This design comes from an exercise in tuning for small area, a short achievable clock period and few clock cycles per item on the open sky130 flow, not from production work. In this exercise RTL edits were held to simulation tests only and were not proved equivalent to the original. No activity file was given, so power comes from the tool's default toggle rates.

[design/flow/config.mk]
export PLATFORM = sky130hd
export DESIGN_NAME = bracket_nesting_depth
export DESIGN_NICKNAME = bracket_nesting_depth
export VERILOG_FILES = /design/flow/design.v
export SDC_FILE = /design/flow/constraint.sdc
export NUM_CORES = 4
export LEC_CHECK = 0
export CAP_MARGIN = 20
export CORE_MARGIN = 2
export CORE_UTILIZATION = 40
export PLACE_DENSITY = 0.6
export SLEW_MARGIN = 20
[design/flow/constraint.sdc]
create_clock -name core_clock -period 6.5 [get_ports {clock}]
set_input_delay 1.3000 -clock core_clock [delete_from_list [all_inputs] [get_ports {clock}]]
set_output_delay 1.3000 -clock core_clock [all_outputs]
set_load 0.01 [all_outputs]
[design/flow/design.v]
package bnd_pkg;
   localparam int START_W = 32;
   localparam int LEN_W   = 32;
   localparam int END_W   = 33;
   localparam int DEPTH_W = 6;
   localparam logic [DEPTH_W-1:0] DEPTH_MAX = 6'd63;
   localparam int WORD_W  = START_W + LEN_W + 1 + DEPTH_W + 1 + 1;
   localparam int RES_W   = DEPTH_W + 3;
   typedef struct packed {
      logic [START_W-1:0] bracket_start;
      logic [END_W-1:0]   end_pos;
      logic               span_valid;
      logic [DEPTH_W-1:0] previous_depth;
      logic               previous_invalid;
      logic               last_of_pass;
   } item_type;
   typedef struct packed {
      logic [DEPTH_W-1:0] nesting_depth;
      logic               depth_invalid;
      logic               depth_changed;
      logic               stack_overflow;
   } result_type;
endpackage
module bnd_front (
   input  logic                         clock,
   input  logic                         reset,
   input  logic                         req_valid,
   output logic                         req_ready,
   input  logic [bnd_pkg::START_W-1:0]  req_bracket_start,
   input  logic [bnd_pkg::LEN_W-1:0]    req_span_length,
   input  logic                         req_span_valid,
   input  logic [bnd_pkg::DEPTH_W-1:0]  req_previous_depth,
   input  logic                         req_previous_invalid,
   input  logic                         req_last_of_pass,
   output logic                         out_valid,
   output logic [bnd_pkg::WORD_W-1:0]   out_word,
   input  logic                         out_ready
);
   logic [bnd_pkg::WORD_W-1:0] slot0_ff, slot1_ff;
   logic                       wr_ptr_ff, rd_ptr_ff;
   logic [1:0]                 fill_ff, fill_in;
   logic                       ready_ff;
   logic                       push, pop;
   assign req_ready = ready_ff;
   assign push = req_valid && ready_ff;
   assign out_valid = fill_ff != 2'd0;
   assign pop = out_ready && out_valid;
   assign out_word = rd_ptr_ff ? slot1_ff : slot0_ff;
   assign fill_in = fill_ff + 2'(push) - 2'(pop);
   always_ff @(posedge clock) begin
      if (reset) begin
         wr_ptr_ff <= 1'b0;
         rd_ptr_ff <= 1'b0;
         fill_ff <= 2'd0;
         ready_ff <= 1'b0;
      end else begin
         wr_ptr_ff <= wr_ptr_ff ^ push;
         rd_ptr_ff <= rd_ptr_ff ^ pop;
         fill_ff <= fill_in;
         ready_ff <= fill_in != 2'd2;
      end
      if (ready_ff && !wr_ptr_ff) begin
         slot0_ff <= {req_bracket_start, req_span_length, req_span_valid, req_previous_depth,
                      req_previous_invalid, req_last_of_pass};
      end
      if (ready_ff && wr_ptr_ff) begin
         slot1_ff <= {req_bracket_start, req_span_length, req_span_valid, req_previous_depth,
                      req_previous_invalid, req_last_of_pass};
      end
   end
endmodule
module bnd_queue (
   input  logic                clock,
   input  logic                reset,
   input  logic                in_valid,
   input  bnd_pkg::result_type in_data,
   output logic                in_ready,
   output logic                out_valid,
   output bnd_pkg::result_type out_data,
   input  logic                out_ready
);
   logic                head_valid_ff, tail_valid_ff;
   bnd_pkg::result_type head_ff, tail_ff;
   logic                pop;
   assign pop = head_valid_ff && out_ready;
   assign in_ready = !tail_valid_ff;
   assign out_valid = head_valid_ff;
   assign out_data = head_ff;
   always_ff @(posedge clock) begin
      if (reset) begin
         head_valid_ff <= 1'b0;
         tail_valid_ff <= 1'b0;
      end else begin
         if (!head_valid_ff || pop) begin
            head_valid_ff <= tail_valid_ff || in_valid;
            tail_valid_ff <= 1'b0;
         end else begin
            tail_valid_ff <= tail_valid_ff || in_valid;
         end
      end
      if (!head_valid_ff || pop) begin
         head_ff <= tail_valid_ff ? tail_ff : in_data;
      end
      if (!tail_valid_ff) begin
         tail_ff <= in_data;
      end
   end
endmodule
module bnd_ram #(
   parameter int WIDTH = 33,
   parameter int DEPTH = 64
) (
   input  logic             clock,
   input  logic             push,
   input  logic             pop,
   input  logic             load_top,
   input  logic [WIDTH-1:0] wr_data,
   output logic [WIDTH-1:0] top0,
   output logic [WIDTH-1:0] top1
);
   logic [WIDTH-1:0] ent_ff [DEPTH];
   logic             hold_rest, hold_top, new_top;
   assign hold_rest = !push && !pop;
   assign new_top = push || load_top;
   assign hold_top = !new_top && !pop;
   always_ff @(posedge clock) begin
      ent_ff[0] <= ({WIDTH{hold_top}} & ent_ff[0])
                 | ({WIDTH{new_top}} & wr_data)
                 | ({WIDTH{pop}} & ent_ff[1]);
      for (int i = 1; i < DEPTH - 1; i++) begin
         ent_ff[i] <= ({WIDTH{hold_rest}} & ent_ff[i])
                    | ({WIDTH{push}} & ent_ff[i-1])
                    | ({WIDTH{pop}} & ent_ff[i+1]);
      end
      ent_ff[DEPTH-1] <= ({WIDTH{!push}} & ent_ff[DEPTH-1])
                       | ({WIDTH{push}} & ent_ff[DEPTH-2]);
   end
   assign top0 = ent_ff[0];
   assign top1 = ent_ff[1];
endmodule
module bnd_back #(
   parameter int STACK_DEPTH = 64
) (
   input  logic                        clock,
   input  logic                        reset,
   input  logic                        in_valid,
   input  logic [bnd_pkg::WORD_W-1:0]  in_word,
   output logic                        in_ready,
   output logic                        out_valid,
   output bnd_pkg::result_type         out_data,
   input  logic                        out_ready
);
   localparam int CW = $clog2(STACK_DEPTH + 1);
   logic                  x_valid_ff;
   bnd_pkg::item_type     x_ff, x_in;
   logic [CW-1:0]         count_ff, count_in;
   logic [bnd_pkg::END_W-1:0] bound_ff, bound_in;
   logic [bnd_pkg::END_W-1:0] top0, top1, start;
   logic [bnd_pkg::START_W-1:0] w_start;
   logic [bnd_pkg::LEN_W-1:0]   w_len;
   logic                        w_sv, w_pi, w_last;
   logic [bnd_pkg::DEPTH_W-1:0] w_pd;
   logic empty, one, full, top0_ge, top1_ge, bound_ge;
   logic pop_all, no_pop, one_pop;
   logic finish, step, st_push, st_pop, st_load;
   logic [bnd_pkg::DEPTH_W-1:0] depth;
   logic [CW-1:0] count_m1;
   assign {w_start, w_len, w_sv, w_pd, w_pi, w_last} = in_word;
   always_comb begin
      x_in.bracket_start = w_start;
      x_in.end_pos = {1'b0, w_start} + {1'b0, w_len};
      x_in.span_valid = w_sv;
      x_in.previous_depth = w_pd;
      x_in.previous_invalid = w_pi;
      x_in.last_of_pass = w_last;
   end
   assign start = {1'b0, x_ff.bracket_start};
   assign empty = count_ff == '0;
   assign one = count_ff == CW'(1);
   assign full = count_ff[CW-1];
   assign top0_ge = top0 >= start;
   assign top1_ge = top1 >= start;
   assign bound_ge = bound_ff >= start;
   assign count_m1 = count_ff - CW'(1);
   assign pop_all = empty || !bound_ge;
   assign no_pop = !pop_all && top0_ge;
   assign one_pop = !pop_all && !top0_ge && (one || top1_ge);
   assign step = x_valid_ff && x_ff.span_valid && !pop_all && !top0_ge && !one && !top1_ge;
   assign finish = x_valid_ff && !step && out_ready;
   assign in_ready = !x_valid_ff || finish;
   assign st_pop = step;
   assign st_push = finish && x_ff.span_valid && no_pop && !full;
   assign st_load = finish && x_ff.span_valid && (pop_all || one_pop);
   always_comb begin
      if (pop_all) depth = '0;
      else if (one_pop) depth = count_m1[bnd_pkg::DEPTH_W-1:0];
      else if (full) depth = bnd_pkg::DEPTH_MAX;
      else depth = count_ff[bnd_pkg::DEPTH_W-1:0];
   end
   always_comb begin
      out_valid = finish;
      if (x_ff.span_valid) begin
         out_data.nesting_depth = depth;
         out_data.depth_invalid = 1'b0;
         out_data.depth_changed = x_ff.previous_invalid || (depth != x_ff.previous_depth);
         out_data.stack_overflow = no_pop && full;
      end else begin
         out_data.nesting_depth = '0;
         out_data.depth_invalid = 1'b1;
         out_data.depth_changed = 1'b0;
         out_data.stack_overflow = 1'b0;
      end
   end
   always_comb begin
      count_in = count_ff;
      bound_in = bound_ff;
      if (st_pop) count_in = count_m1;
      if (st_push) count_in = count_ff + CW'(1);
      if (st_load) count_in = one_pop ? count_ff : CW'(1);
      if (st_load && (pop_all || one)) begin
         bound_in = x_ff.end_pos;
      end else if (st_push || st_load) begin
         if (x_ff.end_pos > bound_ff) bound_in = x_ff.end_pos;
      end
      if (finish && x_ff.last_of_pass) count_in = '0;
   end
   bnd_ram #(
      .WIDTH (bnd_pkg::END_W),
      .DEPTH (STACK_DEPTH)
   ) u_stack (
      .clock    (clock),
      .push     (st_push),
      .pop      (st_pop),
      .load_top (st_load),
      .wr_data  (x_ff.end_pos),
      .top0     (top0),
      .top1     (top1)
   );
   always_ff @(posedge clock) begin
      if (reset) begin
         x_valid_ff <= 1'b0;
         count_ff <= '0;
      end else begin
         if (in_ready) x_valid_ff <= in_valid;
         count_ff <= count_in;
      end
      if (in_ready) x_ff <= x_in;
      bound_ff <= bound_in;
   end
endmodule
module bracket_nesting_depth (
   input  logic                         clock,
   input  logic                         reset,
   input  logic                         req_valid,
   output logic                         req_ready,
   input  logic [bnd_pkg::START_W-1:0]  req_bracket_start,
   input  logic [bnd_pkg::LEN_W-1:0]    req_span_length,
   input  logic                         req_span_valid,
   input  logic [bnd_pkg::DEPTH_W-1:0]  req_previous_depth,
   input  logic                         req_previous_invalid,
   input  logic                         req_last_of_pass,
   output logic                         rsp_valid,
   input  logic                         rsp_ready,
   output logic [bnd_pkg::DEPTH_W-1:0]  rsp_nesting_depth,
   output logic                         rsp_depth_invalid,
   output logic                         rsp_depth_changed,
   output logic                         rsp_stack_overflow
);
   localparam int STACK_DEPTH = 64;
   logic                       fr_valid, fr_ready;
   logic [bnd_pkg::WORD_W-1:0] fr_word;
   logic                       ex_valid, ex_ready;
   bnd_pkg::result_type        ex_data, result;
   bnd_front u_front (
      .clock                (clock),
      .reset                (reset),
      .req_valid            (req_valid),
      .req_ready            (req_ready),
      .req_bracket_start    (req_bracket_start),
      .req_span_length      (req_span_length),
      .req_span_valid       (req_span_valid),
      .req_previous_depth   (req_previous_depth),
      .req_previous_invalid (req_previous_invalid),
      .req_last_of_pass     (req_last_of_pass),
      .out_valid            (fr_valid),
      .out_word             (fr_word),
      .out_ready            (fr_ready)
   );
   bnd_back #(
      .STACK_DEPTH (STACK_DEPTH)
   ) u_back (
      .clock     (clock),
      .reset     (reset),
      .in_valid  (fr_valid),
      .in_word   (fr_word),
      .in_ready  (fr_ready),
      .out_valid (ex_valid),
      .out_data  (ex_data),
      .out_ready (ex_ready)
   );
   bnd_queue u_queue (
      .clock     (clock),
      .reset     (reset),
      .in_valid  (ex_valid),
      .in_data   (ex_data),
      .in_ready  (ex_ready),
      .out_valid (rsp_valid),
      .out_data  (result),
      .out_ready (rsp_ready)
   );
   assign rsp_nesting_depth = result.nesting_depth;
   assign rsp_depth_invalid = result.depth_invalid;
   assign rsp_depth_changed = result.depth_changed;
   assign rsp_stack_overflow = result.stack_overflow;
endmodule
[design/flow/run.sh]
#!/bin/bash
# synth_recipe.tcl (not shown) runs the flow's synth.tcl, then flattens the netlist and writes it again
# the make line also repeats each setting of config.mk as NAME=value (left out here)
make -C /OpenROAD-flow-scripts/flow DESIGN_CONFIG=/design/flow/config.mk WORK_HOME=/design/flow/orfs CLKGATE_MAP_FILE= SYNTH_SCRIPT=/design/flow/synth_recipe.tcl finish
==> results.txt, run 1 <==
cts bufs inserted 241; CTS root buf clkbuf_16; top post-synthesis cells by count 4137 x nand2_1, 2103 x dfxtp_1, 2045 x a22oi_1; startpoint class of the critical path register; WP data required 7.25 ns; global route overflow 0; worst setup margin 1.41 ns; CP Capture Type register; # hold bufs at CTS 0; Distinct cells, synth 74; antenna violations before repair 1; RD Place Congestion 0.801; mean post-synth cell area 9.05 µm²; pin count of the biggest net entering global routing 236; Synth area leaders dfxtp_1 46%, nand2_1 17%, a22oi_1 17%; Post-CTS Setup Inserts 0; Routed Antenna Nets 0; share of synthesized registers carrying an async set or reset 0%; row cnt 176; Vias 68376; via count of the first global-routing pass 62461; total track usage 15.0%; Vert. Die Dim 484 µm; layout filler cell count 21337; CTS clk-pin slew, worst paths 0.06 ns; cell leakage power 45.2 nW; Yosys reg bits 2398; area leader, netlist dfxtp_1; clk buf depth 3; largest family of logic cells by synthesized area compound AO/OA/AOI/OAI gates; router iterations before antenna repair 6; count leader, synth nand2_1; clk sinks 2398; Synth Instances 10167; Total Die Area 234000 µm²; number of enable flip-flop cells after synthesis 295; maximum vdd drop 0.000243 V; share of layout cells above drive strength 1 5.50%; initial cell density of the core 40.1%; first-pass GRT wire length 310000 µm; Netlist Area Pre-Place 92000 µm²; I/O pin total 88; Crit path largest cell delay 0.71 ns; final WL 182000 µm; Setup CP Type reg2reg; fin crit period 5.09 ns; DP Wirelength 108000 µm; final clock skew 0.0520 ns; Post-Synth Adder-Cell Area 2.29%; cts repair resizes 0; P&R area growth vs syn 11.6%; Max Freq 0.197 GHz; die width 484 µm; WP data arrival 5.84 ns; max_cap viols 0; cell chain of the critical path inv_1, ha_1, a21oi_1, o22ai_1, a211oi_1, o211ai_1, a211oi_4, and4bb_4, buf_12, buf_12, a22oi_1, nand2_1; core area 229000 µm²; CP Max Fanout 224; Nets 10109; Final Hold Fails 0; simple-gate share of the synthesized area 18.3%; relative slew slack 21.9%; mux cell area share after synthesis 1.02%; fin. max-slew vios 0; CTS H-tree depth 4; Post-Route Setup TNS 0 ns; Slew @ Worst Pin 1.17 ns; Hold Path Class reg2reg; status no timing/DRC/antenna violations; CTS tree built; top-area cell type share of the netlist area 45.8%; Worst-Skew Late Latency 0.86 ns; initial DRC count 5718; register area share after synthesis 55.4%; RSZ-0062 raised after global routing false; Synth Area in Compound Gates 18.8%; power density cells 358 nW/µm²; vias per cell 5.22; # setup viols final 0; ys flop type dfxtp_1; DRC 0; Routed WL per cell 13.9 µm; Syn. warnings 5; Place WS 1.53 ns; Post-Synth XOR/XNOR Area 0.314%; fin crit share 78.3%; syn nets 10412; I/O Buffers 87; most frequent cell on the critical path buf_12; Slowest-stage cell, CP buf_12
==> worst max-delay path, delay by kind of cell, from the launching register on <==
family,cells,cell delay (ns)
compound gates,6,1.90
buf+inv,3,1.35
simple gates,2,0.78
flops,1,0.36
fa+ha+maj,1,0.26
==> through the flow <==
stage	instance area, µm²	hold WS (ns)	utilization, %	power [mW]	std cells
6_report	103000	0.456	44.8	36.7	13095
3_3_place_gp	94400	0.438	41.2	22.8	12645
2_1_floorplan	92000	0.426	-	21.3	10167
5_1_grt	103000	0.467	44.8	38.6	13095
4_1_cts	103000	0.458	44.8	37.2	13094
3_5_place_dp	94400	0.441	41.2	23.0	12647
==> registers in the layout, indices dropped and copies added (netlist names), named ones only <==
register,cells
u_back.bound_ff,33
u_back.count_ff,7
u_back.u_stack.ent_ff,2079
u_back.x_ff,74
u_back.x_valid_ff,1
u_front.fill_ff,2
u_front.rd_ptr_ff,1
u_front.ready_ff,1
u_front.slot0_ff,73
u_front.slot1_ff,73
u_front.wr_ptr_ff,1
u_queue.head_ff,9
u_queue.head_valid_ff,1
u_queue.tail_ff,9
u_queue.tail_valid_ff,1
==> layout make-up <==
| cell class | count | area (µm²) | share of cell area (%) |
|---|---|---|---|
| tap | 3026 | 3790 | 3.69 |
| clock buffer | 362 | 7200 | 7.01 |
| timing repair buffer | 165 | 1850 | 1.80 |
| antenna | 1 | 2.50 | 0.00244 |
| clock inverter | 85 | 1000 | 0.979 |
| inverter | 95 | 364 | 0.355 |
| sequential | 2398 | 51000 | 49.7 |
| multi-input combinational | 6963 | 37500 | 36.5 |
==> power by group <==
part           leakage, nW  switching (mW)  internal, mW
combinational         21.3            3.71          2.09
clock                 4.05            5.71          8.36
sequential            19.8           0.690          16.2
total                 45.2            10.1          26.6
==> per-layer routing <==
metal	track usage [%]	up-vias	wire, µm	part of all wire, %
li1	-	34870	-	-
met1	20.8	32320	87700	48
met2	24.3	918	84600	46
met3	2.37	268	6590	3.6
met4	4.08	0	3570	2.0
met5	0	-	0	0
==> placed cells by master, fill, tap and decap left out, types with 5 or more instances in the layout <==
master           synthesis  final
a211oi_1                14     14
a21o_1                  39     39
a21oi_1                 71     70
a221o_1                 34     34
a22o_1                   6      6
a22oi_1               2045   2045
a31oi_1                  9      9
and3_1                  11     11
buf_12                   0     30
buf_4                    7     46
bufinv_16                0     19
clkbuf_1               251     59
clkbuf_16                0    249
clkbuf_8                 0     54
clkdlybuf4s50_1          0     87
clkinv_1                 0      6
clkinv_2                 0     47
clkinvlp_4               0      5
dfxtp_1               2103   2102
edfxtp_1               295    295
ha_1                   167    167
inv_1                   94     94
mux2_2                  75     75
mux2i_1                  9      9
nand2_1               4137   4137
nand2b_1                 9      9
nand3_1                 27     27
nand4_1                 24     24
nor2_1                  59     59
nor2b_1                 48     47
nor3_1                  18     18
o211ai_1                 6      6
o21a_1                   7      7
o21ai_0                 34     33
o21bai_1                 8      8
xnor2_1                 24     24
xor2_1                   9      9
==> path summary, 6_finish.rpt <==
path                                 startpoint                       endpoint  slack [ns]  cells past startpoint
setup / recovery                u_back.x_ff[52]  u_back.u_stack.ent_ff[39][13]        1.41                     12
hold / removal    u_back.u_stack.ent_ff[49][20]  u_back.u_stack.ent_ff[49][20]        0.46                      2
setup reg to reg                u_back.x_ff[52]  u_back.u_stack.ent_ff[39][13]        1.41                     12
hold reg to reg   u_back.u_stack.ent_ff[49][20]  u_back.u_stack.ent_ff[49][20]        0.46                      2
==> kinds of logic after synthesis <==
family | Yosys count
XOR/XNOR | 33
adder cells (fa/ha/maj) | 168
AO/OA/AOI/OAI | 2313
buffers and inverters | 806
flip-flops | 2398
multiplexers | 84
AND/OR/NAND/NOR | 4365
Testbench counts, summed over its fixed seeds: cycles 19,787, items 19,279.
==> run 2: changes to the inputs <==
--- a/design/flow/design.v
+++ b/design/flow/design.v
@@ -38,33 +38,28 @@
 );
-   logic [bnd_pkg::WORD_W-1:0] slot0_ff, slot1_ff;
-   logic                       wr_ptr_ff, rd_ptr_ff;
-   logic [1:0]                 fill_ff, fill_in;
-   logic                       ready_ff;
-   logic                       push, pop;
+   logic [bnd_pkg::WORD_W-1:0] head_ff, tail_ff, req_word;
+   logic                       head_valid_ff, tail_valid_ff, ready_ff;
+   logic                       push, head_free, tail_valid_in;
+   assign req_word = {req_bracket_start, req_span_length, req_span_valid, req_previous_depth,
+                      req_previous_invalid, req_last_of_pass};
    assign req_ready = ready_ff;
    assign push = req_valid && ready_ff;
-   assign out_valid = fill_ff != 2'd0;
-   assign pop = out_ready && out_valid;
-   assign out_word = rd_ptr_ff ? slot1_ff : slot0_ff;
-   assign fill_in = fill_ff + 2'(push) - 2'(pop);
+   assign out_valid = head_valid_ff;
+   assign out_word = head_ff;
+   assign head_free = !head_valid_ff || out_ready;
+   always_comb begin
+      if (head_free) tail_valid_in = tail_valid_ff && push;
+      else tail_valid_in = tail_valid_ff || push;
+   end
    always_ff @(posedge clock) begin
       if (reset) begin
-         wr_ptr_ff <= 1'b0;
-         rd_ptr_ff <= 1'b0;
-         fill_ff <= 2'd0;
+         head_valid_ff <= 1'b0;
+         tail_valid_ff <= 1'b0;
          ready_ff <= 1'b0;
       end else begin
-         wr_ptr_ff <= wr_ptr_ff ^ push;
-         rd_ptr_ff <= rd_ptr_ff ^ pop;
-         fill_ff <= fill_in;
-         ready_ff <= fill_in != 2'd2;
-      end
-      if (ready_ff && !wr_ptr_ff) begin
-         slot0_ff <= {req_bracket_start, req_span_length, req_span_valid, req_previous_depth,
-                      req_previous_invalid, req_last_of_pass};
-      end
-      if (ready_ff && wr_ptr_ff) begin
-         slot1_ff <= {req_bracket_start, req_span_length, req_span_valid, req_previous_depth,
-                      req_previous_invalid, req_last_of_pass};
+         if (head_free) head_valid_ff <= tail_valid_ff || push;
+         tail_valid_ff <= tail_valid_in;
+         ready_ff <= !tail_valid_in;
       end
+      if (head_free) head_ff <= tail_valid_ff ? tail_ff : req_word;
+      if (ready_ff) tail_ff <= req_word;
    end
@@ -118,3 +113,4 @@
    output logic [WIDTH-1:0] top0,
-   output logic [WIDTH-1:0] top1
+   output logic [WIDTH-1:0] top1,
+   output logic [WIDTH-1:0] top2
 );
@@ -139,2 +135,3 @@
    assign top1 = ent_ff[1];
+   assign top2 = ent_ff[2];
 endmodule
@@ -153,2 +150,3 @@
    localparam int CW = $clog2(STACK_DEPTH + 1);
+   localparam int EW = bnd_pkg::END_W;
    logic                  x_valid_ff;
@@ -156,4 +154,7 @@
    logic [CW-1:0]         count_ff, count_in;
-   logic [bnd_pkg::END_W-1:0] bound_ff, bound_in;
-   logic [bnd_pkg::END_W-1:0] top0, top1, start;
+   logic                  empty_ff, one_ff, full_ff;
+   logic [EW-1:0]         bound_ff, bound_in;
+   logic                  ge_top0_ff, ge_top1_ff, ge_bound_ff;
+   logic                  ge_top0_in, ge_top1_in, ge_bound_in;
+   logic [EW-1:0]         top0, top1, top2;
    logic [bnd_pkg::START_W-1:0] w_start;
@@ -162,5 +163,5 @@
    logic [bnd_pkg::DEPTH_W-1:0] w_pd;
-   logic empty, one, full, top0_ge, top1_ge, bound_ge;
-   logic pop_all, no_pop, one_pop;
-   logic finish, step, st_push, st_pop, st_load;
+   logic [EW-1:0]               w_s, x_s, x_e;
+   logic pop_all, finish, step, st_push, st_pop, st_load, only_end, end_gt_bound;
+   logic h_top0, h_top1, h_top2, h_end, h_bound, x_top2;
    logic [bnd_pkg::DEPTH_W-1:0] depth;
@@ -168,5 +169,8 @@
    assign {w_start, w_len, w_sv, w_pd, w_pi, w_last} = in_word;
+   assign w_s = {1'b0, w_start};
+   assign x_s = {1'b0, x_ff.bracket_start};
+   assign x_e = x_ff.end_pos;
    always_comb begin
       x_in.bracket_start = w_start;
-      x_in.end_pos = {1'b0, w_start} + {1'b0, w_len};
+      x_in.end_pos = w_s + {1'b0, w_len};
       x_in.span_valid = w_sv;
@@ -176,14 +180,5 @@
    end
-   assign start = {1'b0, x_ff.bracket_start};
-   assign empty = count_ff == '0;
-   assign one = count_ff == CW'(1);
-   assign full = count_ff[CW-1];
-   assign top0_ge = top0 >= start;
-   assign top1_ge = top1 >= start;
-   assign bound_ge = bound_ff >= start;
-   assign count_m1 = count_ff - CW'(1);
-   assign pop_all = empty || !bound_ge;
-   assign no_pop = !pop_all && top0_ge;
-   assign one_pop = !pop_all && !top0_ge && (one || top1_ge);
-   assign step = x_valid_ff && x_ff.span_valid && !pop_all && !top0_ge && !one && !top1_ge;
+   assign pop_all = empty_ff || !ge_bound_ff;
+   assign step = x_valid_ff && x_ff.span_valid && !pop_all && !ge_top0_ff && !one_ff
+                 && !ge_top1_ff;
    assign finish = x_valid_ff && !step && out_ready;
@@ -191,8 +186,10 @@
    assign st_pop = step;
-   assign st_push = finish && x_ff.span_valid && no_pop && !full;
-   assign st_load = finish && x_ff.span_valid && (pop_all || one_pop);
+   assign st_push = finish && x_ff.span_valid && !pop_all && ge_top0_ff && !full_ff;
+   assign st_load = finish && x_ff.span_valid && (pop_all || !ge_top0_ff);
+   assign only_end = pop_all || one_ff;
+   assign count_m1 = count_ff - CW'(1);
    always_comb begin
       if (pop_all) depth = '0;
-      else if (one_pop) depth = count_m1[bnd_pkg::DEPTH_W-1:0];
-      else if (full) depth = bnd_pkg::DEPTH_MAX;
+      else if (!ge_top0_ff) depth = count_m1[bnd_pkg::DEPTH_W-1:0];
+      else if (full_ff) depth = bnd_pkg::DEPTH_MAX;
       else depth = count_ff[bnd_pkg::DEPTH_W-1:0];
@@ -205,3 +202,3 @@
          out_data.depth_changed = x_ff.previous_invalid || (depth != x_ff.previous_depth);
-         out_data.stack_overflow = no_pop && full;
+         out_data.stack_overflow = !pop_all && ge_top0_ff && full_ff;
       end else begin
@@ -213,17 +210,47 @@
    end
+   assign end_gt_bound = x_e > bound_ff;
    always_comb begin
       count_in = count_ff;
-      bound_in = bound_ff;
       if (st_pop) count_in = count_m1;
       if (st_push) count_in = count_ff + CW'(1);
-      if (st_load) count_in = one_pop ? count_ff : CW'(1);
-      if (st_load && (pop_all || one)) begin
-         bound_in = x_ff.end_pos;
-      end else if (st_push || st_load) begin
-         if (x_ff.end_pos > bound_ff) bound_in = x_ff.end_pos;
-      end
+      if (st_load && only_end) count_in = CW'(1);
       if (finish && x_ff.last_of_pass) count_in = '0;
    end
+   always_comb begin
+      bound_in = bound_ff;
+      if (st_load && only_end) bound_in = x_e;
+      else if ((st_push || st_load) && end_gt_bound) bound_in = x_e;
+   end
+   assign h_top0 = top0 >= w_s;
+   assign h_top1 = top1 >= w_s;
+   assign h_end = x_e >= w_s;
+   assign h_bound = bound_ff >= w_s;
+   assign x_top2 = top2 >= x_s;
+   always_comb begin
+      if (in_ready) begin
+         if (st_push) begin
+            ge_top0_in = h_end;
+            ge_top1_in = h_top0;
+         end else if (st_load) begin
+            ge_top0_in = h_end;
+            ge_top1_in = h_top1;
+         end else begin
+            ge_top0_in = h_top0;
+            ge_top1_in = h_top1;
+         end
+         if (st_load && only_end) ge_bound_in = h_end;
+         else if (st_push || st_load) ge_bound_in = h_bound || h_end;
+         else ge_bound_in = h_bound;
+      end else if (st_pop) begin
+         ge_top0_in = ge_top1_ff;
+         ge_top1_in = x_top2;
+         ge_bound_in = ge_bound_ff;
+      end else begin
+         ge_top0_in = ge_top0_ff;
+         ge_top1_in = ge_top1_ff;
+         ge_bound_in = ge_bound_ff;
+      end
+   end
    bnd_ram #(
-      .WIDTH (bnd_pkg::END_W),
+      .WIDTH (EW),
       .DEPTH (STACK_DEPTH)
@@ -234,5 +261,6 @@
       .load_top (st_load),
-      .wr_data  (x_ff.end_pos),
+      .wr_data  (x_e),
       .top0     (top0),
-      .top1     (top1)
+      .top1     (top1),
+      .top2     (top2)
    );
@@ -242,2 +270,5 @@
          count_ff <= '0;
+         empty_ff <= 1'b1;
+         one_ff <= 1'b0;
+         full_ff <= 1'b0;
       end else begin
@@ -245,2 +276,5 @@
          count_ff <= count_in;
+         empty_ff <= count_in == '0;
+         one_ff <= count_in == CW'(1);
+         full_ff <= count_in == CW'(STACK_DEPTH);
       end
@@ -248,2 +282,5 @@
       bound_ff <= bound_in;
+      ge_top0_ff <= ge_top0_in;
+      ge_top1_ff <= ge_top1_in;
+      ge_bound_ff <= ge_bound_in;
    end
--- a/design/flow/config.mk
+++ b/design/flow/config.mk
@@ -11,2 +11,3 @@
 export PLACE_DENSITY = 0.6
+export SETUP_SLACK_MARGIN = 3.5
 export SLEW_MARGIN = 20
==> run 2 against run 1 <==
Hold slack got worse by 0.039 ns. Maximum frequency rose by 70%. Flip-flop and latch count up 4. Global-route usage rose by 0.71 points. Count of clock-buffer cells in the layout increased by 45. Routed wire length up 6.7%. Critical path type unchanged. Critical endpoint is now u_back.u_stack.ent_ff[34][20].
==> results.txt, run 2 <==
WP buf/inv 3; row cnt 176; Synth Area in Compound Gates 18.8%; Worst-Skew Late Latency 0.90 ns; most common library cell in the layout ignoring fill and taps nand2_1; # setup viols final 0; Distinct cells, synth 66; Netlist Area Pre-Place 92700 µm²; Yosys reg bits 2402; power density cells 298 nW/µm²; Internal Power 24.8 mW; Syn. warnings 5; final WL 195000 µm; top post-synthesis cells by count 4161 x nand2_1, 2104 x dfxtp_1, 2046 x a22oi_1; CP Max Fanout 157; CTS tree built; WP data required 7.29 ns; antenna violations before repair 2; Total Die Area 236000 µm²; Largest delay share family, worst path buffers and inverters; Hold EP u_back.x_ff[4]; RSZ-0062 raised after global routing true; Reg with most FFs u_back.u_stack.ent_ff; Hold Crit Depth 0; top-area cell type share of the netlist area 45.4%; Vert. Die Dim 485 µm; DRC 0; mean post-synth cell area 8.99 µm²; total track usage 15.7%; sw frac 21.2%; r2r setup slk 3.51 ns; clock share of power 47.1%; Max Freq 0.334 GHz; max_cap viols 0; share of layout cells above drive strength 1 6.44%; via count of the first global-routing pass 64050; final clock skew 0.0481 ns; CTS root buf clkbuf_16; Final Core Density 45.9%; Vias 69979; Fin Hold WS 0.416 ns; Slew @ Worst Pin 1.06 ns; relative slew slack 29.5%; # hold bufs at CTS 0; Slowest-stage cell, CP or4b_4; initial DRC count 5842; I/O pin total 88; Comb pwr share 3.6%; Layout Cells excl Fill 13317; register area share after synthesis 55.1%; Post-Synth Adder-Cell Area 3.09%; syn nets 10615; maximum vdd drop 0.000276 V; clk sinks 2402; Crit path depth 7; Synth Instances 10310; CTS clk-pin slew, worst paths 0.06 ns; hold_sp u_front.head_ff[4]; dpl cells 12775; Final Hold Fails 0; fin crit period 2.99 ns; cts bufs inserted 274; startpoint class of the critical path register; ys flop type dfxtp_1; Nets 10406; clk buf depth 4; Reg2Reg Depth 7; most frequent cells in the layout 4158 x nand2_1, 2099 x dfxtp_1, 2045 x a22oi_1; pin count of the biggest net entering global routing 207; Place WS 2.47 ns; fin. max-slew vios 0; fin crit share 46.0%; Setup CP Type reg2reg; count leader, synth nand2_1; Synth area leaders dfxtp_1 45%, nand2_1 17%, a22oi_1 17%; R2R Path End u_back.u_stack.ent_ff[34][20]; Post-Synth XOR/XNOR Area 0.397%; Routed WL per cell 14.6 µm; RD Place Congestion 0.831; layout filler cell count 21106; simple-gate share of the synthesized area 17.9%; cell chain of the critical path or4b_4, nor2_4, buf_12, buf_6, buf_12, a22oi_1, nand2_1; max reg flops 2079; share of synthesized registers carrying an async set or reset 0%; largest family of logic cells by synthesized area compound AO/OA/AOI/OAI gates; area leader, netlist dfxtp_1; initial cell density of the core 40.3%; worst reg2reg path startpoint u_back.ge_top0_ff; CTS H-tree depth 5; cell leakage power 47.3 nW; WP data arrival 3.79 ns; first-pass GRT wire length 321000 µm; number of enable flip-flop cells after synthesis 298; global route overflow 0; NetSw 6.69 mW; core area 230000 µm²; status no timing/DRC/antenna violations; Post-Route Setup TNS 0 ns; vias per cell 5.25; die width 485 µm; most frequent cell on the critical path buf_12; mux cell area share after synthesis 1.24%; sequential share of power 49.3%; DP Wirelength 108000 µm; biggest regs u_back.u_stack.ent_ff x2079, u_back.x_ff x74; P&R area growth vs syn 14.1%; Routed Antenna Nets 0; worst setup margin 3.51 ns; CP Capture Type register; Crit path largest cell delay 0.62 ns; Hold Path Class reg2reg; I/O Buffers 87; router iterations before antenna repair 6
-- run 2: cell count changes in the layout (fill, tap and decap cells not counted), sizes merged, moves of 17 or more --
cell and delta:
a221o -31, buf +39, ha +60, nor2b -29
nand2 +24, nand3 -17, inv +24, o21ai +53
clkinv -23, a21o +39, mux2i +24, clkbuf +50
-- run 2: power by group through the flow --
stage / clock (mW) / sequential [mW] / combinational, mW
after floorplan: 0 / 15.8 / 0.707
after global placement: 0 / 15.9 / 0.962
after detailed placement: 0 / 15.9 / 0.993
after CTS: 15.4 / 15.5 / 1.09
after global routing: 16.0 / 15.6 / 1.27
final: 14.9 / 15.5 / 1.13
-- run 2: worst max path at each step --
stage | from | end | slack (ns)
after CTS | u_back.ge_top1_ff | u_back.u_stack.ent_ff[57][9] | 3.50
after floorplan | u_back.ge_top0_ff | u_back.ge_top1_ff | 3.01
after global placement | u_back.ge_top0_ff | u_back.u_stack.ent_ff[42][19] | 2.53
final | u_back.ge_top0_ff | u_back.u_stack.ent_ff[34][20] | 3.51
after detailed placement | u_back.ge_top0_ff | u_back.u_stack.ent_ff[54][21] | 2.47
after global routing | u_back.ge_top0_ff | u_back.u_stack.ent_ff[30][28] | 3.37
-- run 2: worst register-to-register path: stages, from the launching register on --
cell and delay [ns]:
edfxtp_1 0.47, or4b_4 0.62, nor2_4 0.16, buf_12 0.15, buf_6 0.48, buf_12 0.60, a22oi_1 0.34, nand2_1 0.10
-- run 2: per-stage QoR --
stage                     total power [mW]  instance area (µm²)
after global routing                  32.8               106000
final                                 31.5               106000
after detailed placement              16.9                95400
after CTS                             32.0               105000
after global placement                16.8                95400
after floorplan                       16.5                92700
-- run 2: routing by layer --
| metal | track usage (%) | part of all wire [%] | routed length (µm) | up-vias |
|---|---|---|---|---|
| li1 | - | - | - | 35519 |
| met1 | 21.2 | 48 | 92600 | 33113 |
| met2 | 25.7 | 46 | 89900 | 1019 |
| met3 | 2.70 | 3.9 | 7660 | 328 |
| met4 | 4.79 | 2.3 | 4480 | 0 |
| met5 | 0 | 0 | 0 | - |
-- run 2: cell families (layout without fill, tap and decap cells) --
family,after synthesis,count (layout)
compound gates,2373,2373
xor+xnor,42,42
fa+ha+maj,228,228
buf+inv,824,803
flops,2402,2402
mux,106,106
other cells,0,1
simple gates,4335,4336
-- run 2: area by class of cell --
cell class,count,area (µm²),share of cell area [%]
well taps,3026,3790,3.58
clock inverters,58,637,0.602
inverters,115,462,0.437
repair inverters,3,22.5,0.0213
repair buffers,220,2920,2.76
diodes,1,2.50,0.00237
clock buffers,407,8070,7.63
flip-flops and latches,2402,51100,48.3
multi-input cells,7085,38800,36.7
-- run 2: what timing repair did --
action                      CTS  global route
pin swaps                    13            20
setup endpoints to repair  2201           848
gates cloned                 19             4
gates resized for setup     104            45
buffers inserted             31            22
Testbench counts of run 2, summed over its fixed seeds: cycles 19,787, items 19,279.

==> re-timing with driven ports <==
In the flow no input, the clock included, has a driving cell. The finished layouts below were timed again as built, in two steps.
Step 1 sets driving cells, clkbuf_16 on the clock port and buf_2 on the other inputs (assumed; they add their load-dependent delay and slew).
Step 2, shift: input delay + t, output delay - t, t = (earliest + latest rising clock arrival at the registers) / 2. This alone moves slack from input paths to output paths.
a / b / c = ideal ports / drivers / drivers and shift; a / b = the first two.
run	t (ns)	setup slack, ns	cell pins on the clock port's net
run 1	0.922	1.413 / 1.413 / 1.413	1
run 2	0.963	3.507 / 3.507 / 3.507	1
After both steps setup and hold are still met in every run listed.
